Context: an optimization exercise on an open-source flow, tuned for small area, a short achievable clock period and few clock cycles. The choices shown serve that exercise and are no tape-out recipe.
In this exercise RTL edits were held to simulation tests only and were not proved equivalent to the original.
No activity file was given, so power comes from the tool's default toggle rates.

[run.sh]
#!/bin/bash
# synth_recipe.tcl (not shown) runs the flow's synth.tcl, then flattens the netlist and writes it again
# the make line also repeats each setting of config.mk as NAME=value (left out here)
make -C /OpenROAD-flow-scripts/flow DESIGN_CONFIG=/design/flow/config.mk WORK_HOME=/design/flow/orfs CLKGATE_MAP_FILE= SYNTH_SCRIPT=/design/flow/synth_recipe.tcl finish
[config.mk]
export PLATFORM = sky130hd
export DESIGN_NAME = transpose_pingpong
export DESIGN_NICKNAME = transpose_pingpong
export VERILOG_FILES = /design/flow/design.v
export SDC_FILE = /design/flow/constraint.sdc
export NUM_CORES = 4
export LEC_CHECK = 0
export CAP_MARGIN = 20
export CORE_MARGIN = 2
export CORE_UTILIZATION = 40
export PLACE_DENSITY = 0.6
export SLEW_MARGIN = 20
[design.v]
module transpose_pingpong #(
  parameter  int VALUE_WIDTH     = 17,
  parameter  int N               = 8,
  localparam int AXIS_DATA_WIDTH = 8 * ((VALUE_WIDTH - 1) / 8 + 1)
) (
  input  logic                       i_clk,
  input  logic                       i_aresetn,
  input  logic                       i_axis_TVALID,
  output logic                       o_axis_TREADY,
  input  logic [AXIS_DATA_WIDTH-1:0] i_axis_TDATA,
  input  logic                       i_axis_TLAST,
  output logic                       o_axis_TVALID,
  input  logic                       i_axis_TREADY,
  output logic [AXIS_DATA_WIDTH-1:0] o_axis_TDATA,
  output logic                       o_axis_TLAST,
  output logic                       o_tlast_err
);
  localparam int DEPTH = N * N;
  localparam int CW    = $clog2(N);
  localparam int AW    = $clog2(DEPTH);
  logic [VALUE_WIDTH-1:0] mem [DEPTH];
  logic          wpar;
  logic [CW-1:0] w_hi, w_lo;
  logic [AW-1:0] w_slot;
  logic [AW-1:0] w_idx;         
  logic          w_last;
  logic          rpar;
  logic [CW-1:0] r_hi, r_lo;
  logic [AW-1:0] r_slot;
  logic [AW-1:0] r_idx;         
  logic [AW-1:0] r_beat;        
  logic          r_last;
  logic [AW:0]   occ;           
  logic          ready_q;
  logic          accept;
  logic          can_read;
  logic          load;
  logic          pad_unused;
  assign pad_unused = ^i_axis_TDATA;
  assign w_slot = {w_hi, w_lo};
  assign w_idx  = wpar ? {w_lo, w_hi} : {w_hi, w_lo};
  assign w_last = (w_hi == CW'(N - 1)) && (w_lo == CW'(N - 1));
  assign r_slot = {r_hi, r_lo};
  assign r_idx  = rpar ? {r_lo, r_hi} : {r_hi, r_lo};
  assign r_beat = rpar ? {r_hi, r_lo} : {r_lo, r_hi};
  assign r_last = (r_hi == CW'(N - 1)) && (r_lo == CW'(N - 1));
  assign o_axis_TREADY = ready_q;
  assign accept        = i_axis_TVALID && ready_q;
  assign can_read = (wpar != rpar) || (r_idx < w_idx);
  assign load     = can_read && (!o_axis_TVALID || i_axis_TREADY);
  always_ff @(posedge i_clk) begin
    if (ready_q) begin
      mem[w_slot] <= i_axis_TDATA[VALUE_WIDTH-1:0];
    end
  end
  always_ff @(posedge i_clk or negedge i_aresetn) begin
    if (!i_aresetn) begin
      wpar        <= 1'b0;
      w_hi        <= '0;
      w_lo        <= '0;
      o_tlast_err <= 1'b0;
    end else begin
      o_tlast_err <= accept && (i_axis_TLAST != w_last);
      if (accept) begin
        if (w_last) begin
          w_hi <= '0;
          w_lo <= '0;
          wpar <= ~wpar;
        end else if (!wpar) begin
          if (w_lo == CW'(N - 1)) begin
            w_lo <= '0;
            w_hi <= w_hi + 1'b1;
          end else begin
            w_lo <= w_lo + 1'b1;
          end
        end else begin
          if (w_hi == CW'(N - 1)) begin
            w_hi <= '0;
            w_lo <= w_lo + 1'b1;
          end else begin
            w_hi <= w_hi + 1'b1;
          end
        end
      end
    end
  end
  always_ff @(posedge i_clk or negedge i_aresetn) begin
    if (!i_aresetn) begin
      occ     <= '0;
      ready_q <= 1'b1;
    end else begin
      if (accept && !load) begin
        occ     <= occ + 1'b1;
        ready_q <= (occ < (AW + 1)'(DEPTH - 1));
      end else if (!accept && load) begin
        occ     <= occ - 1'b1;
        ready_q <= 1'b1;
      end else begin
        ready_q <= (occ < (AW + 1)'(DEPTH));
      end
    end
  end
  always_ff @(posedge i_clk or negedge i_aresetn) begin
    if (!i_aresetn) begin
      rpar <= 1'b0;
      r_hi <= '0;
      r_lo <= '0;
    end else if (load) begin
      if (r_last) begin
        r_hi <= '0;
        r_lo <= '0;
        rpar <= ~rpar;
      end else if (!rpar) begin
        if (r_hi == CW'(N - 1)) begin
          r_hi <= '0;
          r_lo <= r_lo + 1'b1;
        end else begin
          r_hi <= r_hi + 1'b1;
        end
      end else begin
        if (r_lo == CW'(N - 1)) begin
          r_lo <= '0;
          r_hi <= r_hi + 1'b1;
        end else begin
          r_lo <= r_lo + 1'b1;
        end
      end
    end
  end
  logic [VALUE_WIDTH-1:0] o_value;
  always_ff @(posedge i_clk) begin
    if (load) begin
      o_value <= mem[r_slot];
    end
  end
  always_ff @(posedge i_clk or negedge i_aresetn) begin
    if (!i_aresetn) begin
      o_axis_TVALID <= 1'b0;
      o_axis_TLAST  <= 1'b0;
    end else if (load) begin
      o_axis_TVALID <= 1'b1;
      o_axis_TLAST  <= r_last;
    end else if (i_axis_TREADY) begin
      o_axis_TVALID <= 1'b0;
      o_axis_TLAST  <= 1'b0;
    end
  end
  assign o_axis_TDATA = {{(AXIS_DATA_WIDTH - VALUE_WIDTH){o_value[VALUE_WIDTH-1]}}, o_value};
endmodule
[constraint.sdc]
create_clock -name core_clock -period 4.0 [get_ports {i_clk}]
set_input_delay 0.8000 -clock core_clock [delete_from_list [all_inputs] [get_ports {i_clk}]]
set_output_delay 0.8000 -clock core_clock [all_outputs]
set_load 0.01 [all_outputs]
==> out/qor.csv <==
metric,value,unit
outcome,timing/DRC/antenna clean,
wire_per_inst,27.9,um
layout_setup_ws,0.305,ns
endpoint_kind,flip-flop,
holdBufCountCts,0,
grt.overflow.total,0,
viasPerCell,5.70,
clock_skew,0.0528,ns
clock_latency,0.71,ns
top_level_ports,57,
final.setup.tns,0,ns
layout-drive-gt1-share,0.280,
min_from,occ[6]$_DFFE_PN0P_,
hold_depth,3,
worst_slew_pin_slew,1.12,ns
final_hold_viol_count,0,
holdWs,0.520,ns
hold_path_class,flip-flop to flip-flop,
arrival,4.22,ns
clock-root-buffer,clkbuf_16,
yosys-top-cells-area,"edfxtp_1, mux4_2, a22oi_1",
total_power,34.1,mW
synth.area.mux_share,0.145,
grt_setup_unrepaired,false,
cts_tree,done,
synth-seq-cells,1130,
synthArstFlopShare,0.0221,
synth_fa_ha_area_frac,0.00621,
pre_cts_ws,0.306,ns
syn_nets,2036,
clock-sinks,1130,
r2r-start,rpar$_DFFE_PN0P_,
synth_top_family_by_area,multiplexers,
gp_congestion,0.796,
post-synth-top-count-cell,edfxtp_1,
synth_edf_count,1105,
netlist_top_cells_count,"edfxtp_1, mux4_2, a22oi_1",
area_growth,14.4,%
grt_pass1_vias,21175,
power.density,684,nW/um^2
yosys_warnings,1,
r2r_cells,16,
ctsResizeCount,0,
vias,20896,
synthFlopType,edfxtp_1,
io_buffers,49,
netlist_area,43500,um^2
htreeDepth,3,
route.detailed.drc,0,
hold_end,ready_q$_DFF_PN1_,
grt_pass1_wl,148000,um
synth-xor-area-share,0.00161,
hpwlAfterDp,61200,um
nets,2207,
max-vdd-ir-drop,723,uV
numCtsBuffers,108,
die_h,334,um
antenna_found_initial,2,
crit_path_start_kind,flip-flop,
cp_max_fo,9,
maxCapViolations,0,
ys_types,46,
clockBufferDepth,3,
synthCells,1986,
required,4.53,ns
track_usage,0.184,
cts_setup_buffers,0,
synth.largest_area_cell,edfxtp_1,
core,108000,um^2
initial_core_util,0.401,
netlist.area_leader.share,0.762,
grt_start_max_net_pins,136,
reg2reg_to,occ[5]$_DFFE_PN0P_,
antenna_left,0,
final_util,0.459,
fin_crit_sh,0.924,
slew_headroom,0.252,
row_count,121,
p_leak,15.5,nW
r2r_slack,0.30,ns
syn_area_per_cell,21.9,um^2
first_pass_iters,5,
fmax,271,MHz
finalSetupViolCount,0,
yosysSeqAreaShare,0.777,
die-area,111000,um^2
cts.clk_slew.worst_paths,0.06,ns
fin_crit,3.70,ns
worst-setup-path-type,flip-flop to flip-flop,
drt_iter0_markers,2578,
synth_compound_area_frac,0.0293,
drv_slew,0,
synth-simple-area-share,0.0260,
wirelength,102000,um
die_width,334,um
==> state kept, by name, indices dropped and copies added (netlist names) <==
| signal | flops |
|---|---|
| mem | 1088 |
| o_value | 17 |
| occ | 7 |
| r_hi | 3 |
| r_lo | 3 |
| w_hi | 3 |
| w_lo | 3 |
| o_axis_TLAST | 1 |
| o_axis_TVALID | 1 |
| o_tlast_err | 1 |
| ready_q | 1 |
| rpar | 1 |
| wpar | 1 |
==> report_power, final <==
group          leakage [nW]  internal, mW  total [mW]  switching, mW
combinational          3.57          4.15        9.74           5.59
sequential             10.3          14.0        14.3          0.323
clock                  1.70          5.62        10.0           4.41
==> critical path, stage by stage, from the launching register on <==
cell and delay [ns]:
dfrtp_1 0.50, mux2_2 0.38, ha_1 0.30, and4_1 0.23
nand2_1 0.12, nand3b_4 0.15, a31oi_4 0.21, inv_1 0.08
ha_1 0.27, inv_2 0.16, ha_1 0.25, a21o_1 0.17
a21oi_1 0.22, o21bai_1 0.09, a21oi_1 0.19, xor2_1 0.15
o21ai_0 0.08
==> metrics by stage <==
stage,instance area [um^2],instances
final,49800,3665
after global routing,49800,3664
after CTS,49800,3664
after detailed placement,46300,3461
after global placement,46300,3460
after floorplan,43500,1986
==> placed cells by master, fill, tap and decap left out, types with 4 or more instances in the layout <==
cell type        Yosys  routed
edfxtp_1          1105    1105
mux4_2             272     272
a22oi_1            136     136
buf_4               27     131
clkbuf_16            0     108
nand3_1             75      75
nor2_1              75      53
clkdlybuf4s50_1      0      32
clkinv_1             0      31
nand2_1             25      25
clkinv_2             0      24
dfrtp_1             24      22
nor2_2               0      21
ha_1                20      20
and4_1              18      18
buf_2               15      16
o21ai_0             14      14
clkbuf_1            54      13
mux2_2              12      12
inv_1               12      11
bufinv_16            0      10
clkinvlp_4           0       7
mux2i_1              6       6
nor2b_1             10       6
nand4_1              6       6
xnor2_1              6       6
a21oi_1              5       5
nand2b_1             4       4
a31oi_1              5       4
buf_12               0       4
==> worst max-delay path by stage <==
stage	startpoint	endpoint	slack (ns)
2_1_floorplan	r_lo[0]$_DFFE_PN0P_	occ[5]$_DFFE_PN0P_	0.01
3_3_place_gp	rpar$_DFFE_PN0P_	occ[5]$_DFFE_PN0P_	0.36
3_5_place_dp	rpar$_DFFE_PN0P_	occ[5]$_DFFE_PN0P_	0.31
4_1_cts	rpar$_DFFE_PN0P_	occ[5]$_DFFE_PN0P_	0.30
5_1_grt	rpar$_DFFE_PN0P_	occ[5]$_DFFE_PN0P_	0.04
6_report	rpar$_DFFE_PN0P_	occ[5]$_DFFE_PN0P_	0.30
==> cell type report <==
cell class / instances / area, um^2
timing repair buffer: 183 / 1460
fill: 8921 / 58600
clock buffer: 121 / 2750
antenna: 1 / 2.50
clock inverter: 82 / 753
inverter: 12 / 45.0
sequential: 1130 / 33800
tap: 1414 / 1770
multi-input combinational: 722 / 9180
==> routing by layer <==
layer  share of wire  GRT usage  vias to the layer above
met2            0.48      0.290                      852
met5         0.00016          0                        -
li1                -          -                     8749
met1            0.41      0.255                    11126
met3           0.073     0.0319                      167
met4           0.036     0.0716                        2
==> logic make-up after synthesis <==
| group | after synthesis |
|---|---|
| flops | 1130 |
| buf+inv | 134 |
| mux | 290 |
| xor+xnor | 8 |
| compound gates | 176 |
| fa+ha+maj | 21 |
| simple gates | 227 |
Testbench counts, summed over its fixed seeds: cycles 16,792.

[afterwards: timing with drivers on the ports]
The flow's constraints put no driver on any port. The routed layout listed below was extracted and timed again, unchanged, in two steps.
Step 1, drivers: a clkbuf_16 drives i_clk and a buf_2 each remaining input, both assumed.
Step 2 moves the port delays by t, midway between the first and last clock arrival at a register: inputs arrive t later, outputs are due t later. That takes back most of the time a late clock gives input paths.
Slacks: ideal ports / drivers / drivers and shift; pairs: ideal ports / drivers.
shift t [ns]: 0.750
setup slack, ns: 0.305 / 0.305 / 0.305
worst slew at a driven data input, ns: 0.11
After both steps this run still meets setup and hold. The setup slack of this run moves by 0.000 ns with the drivers and by 0.000 ns with both steps.
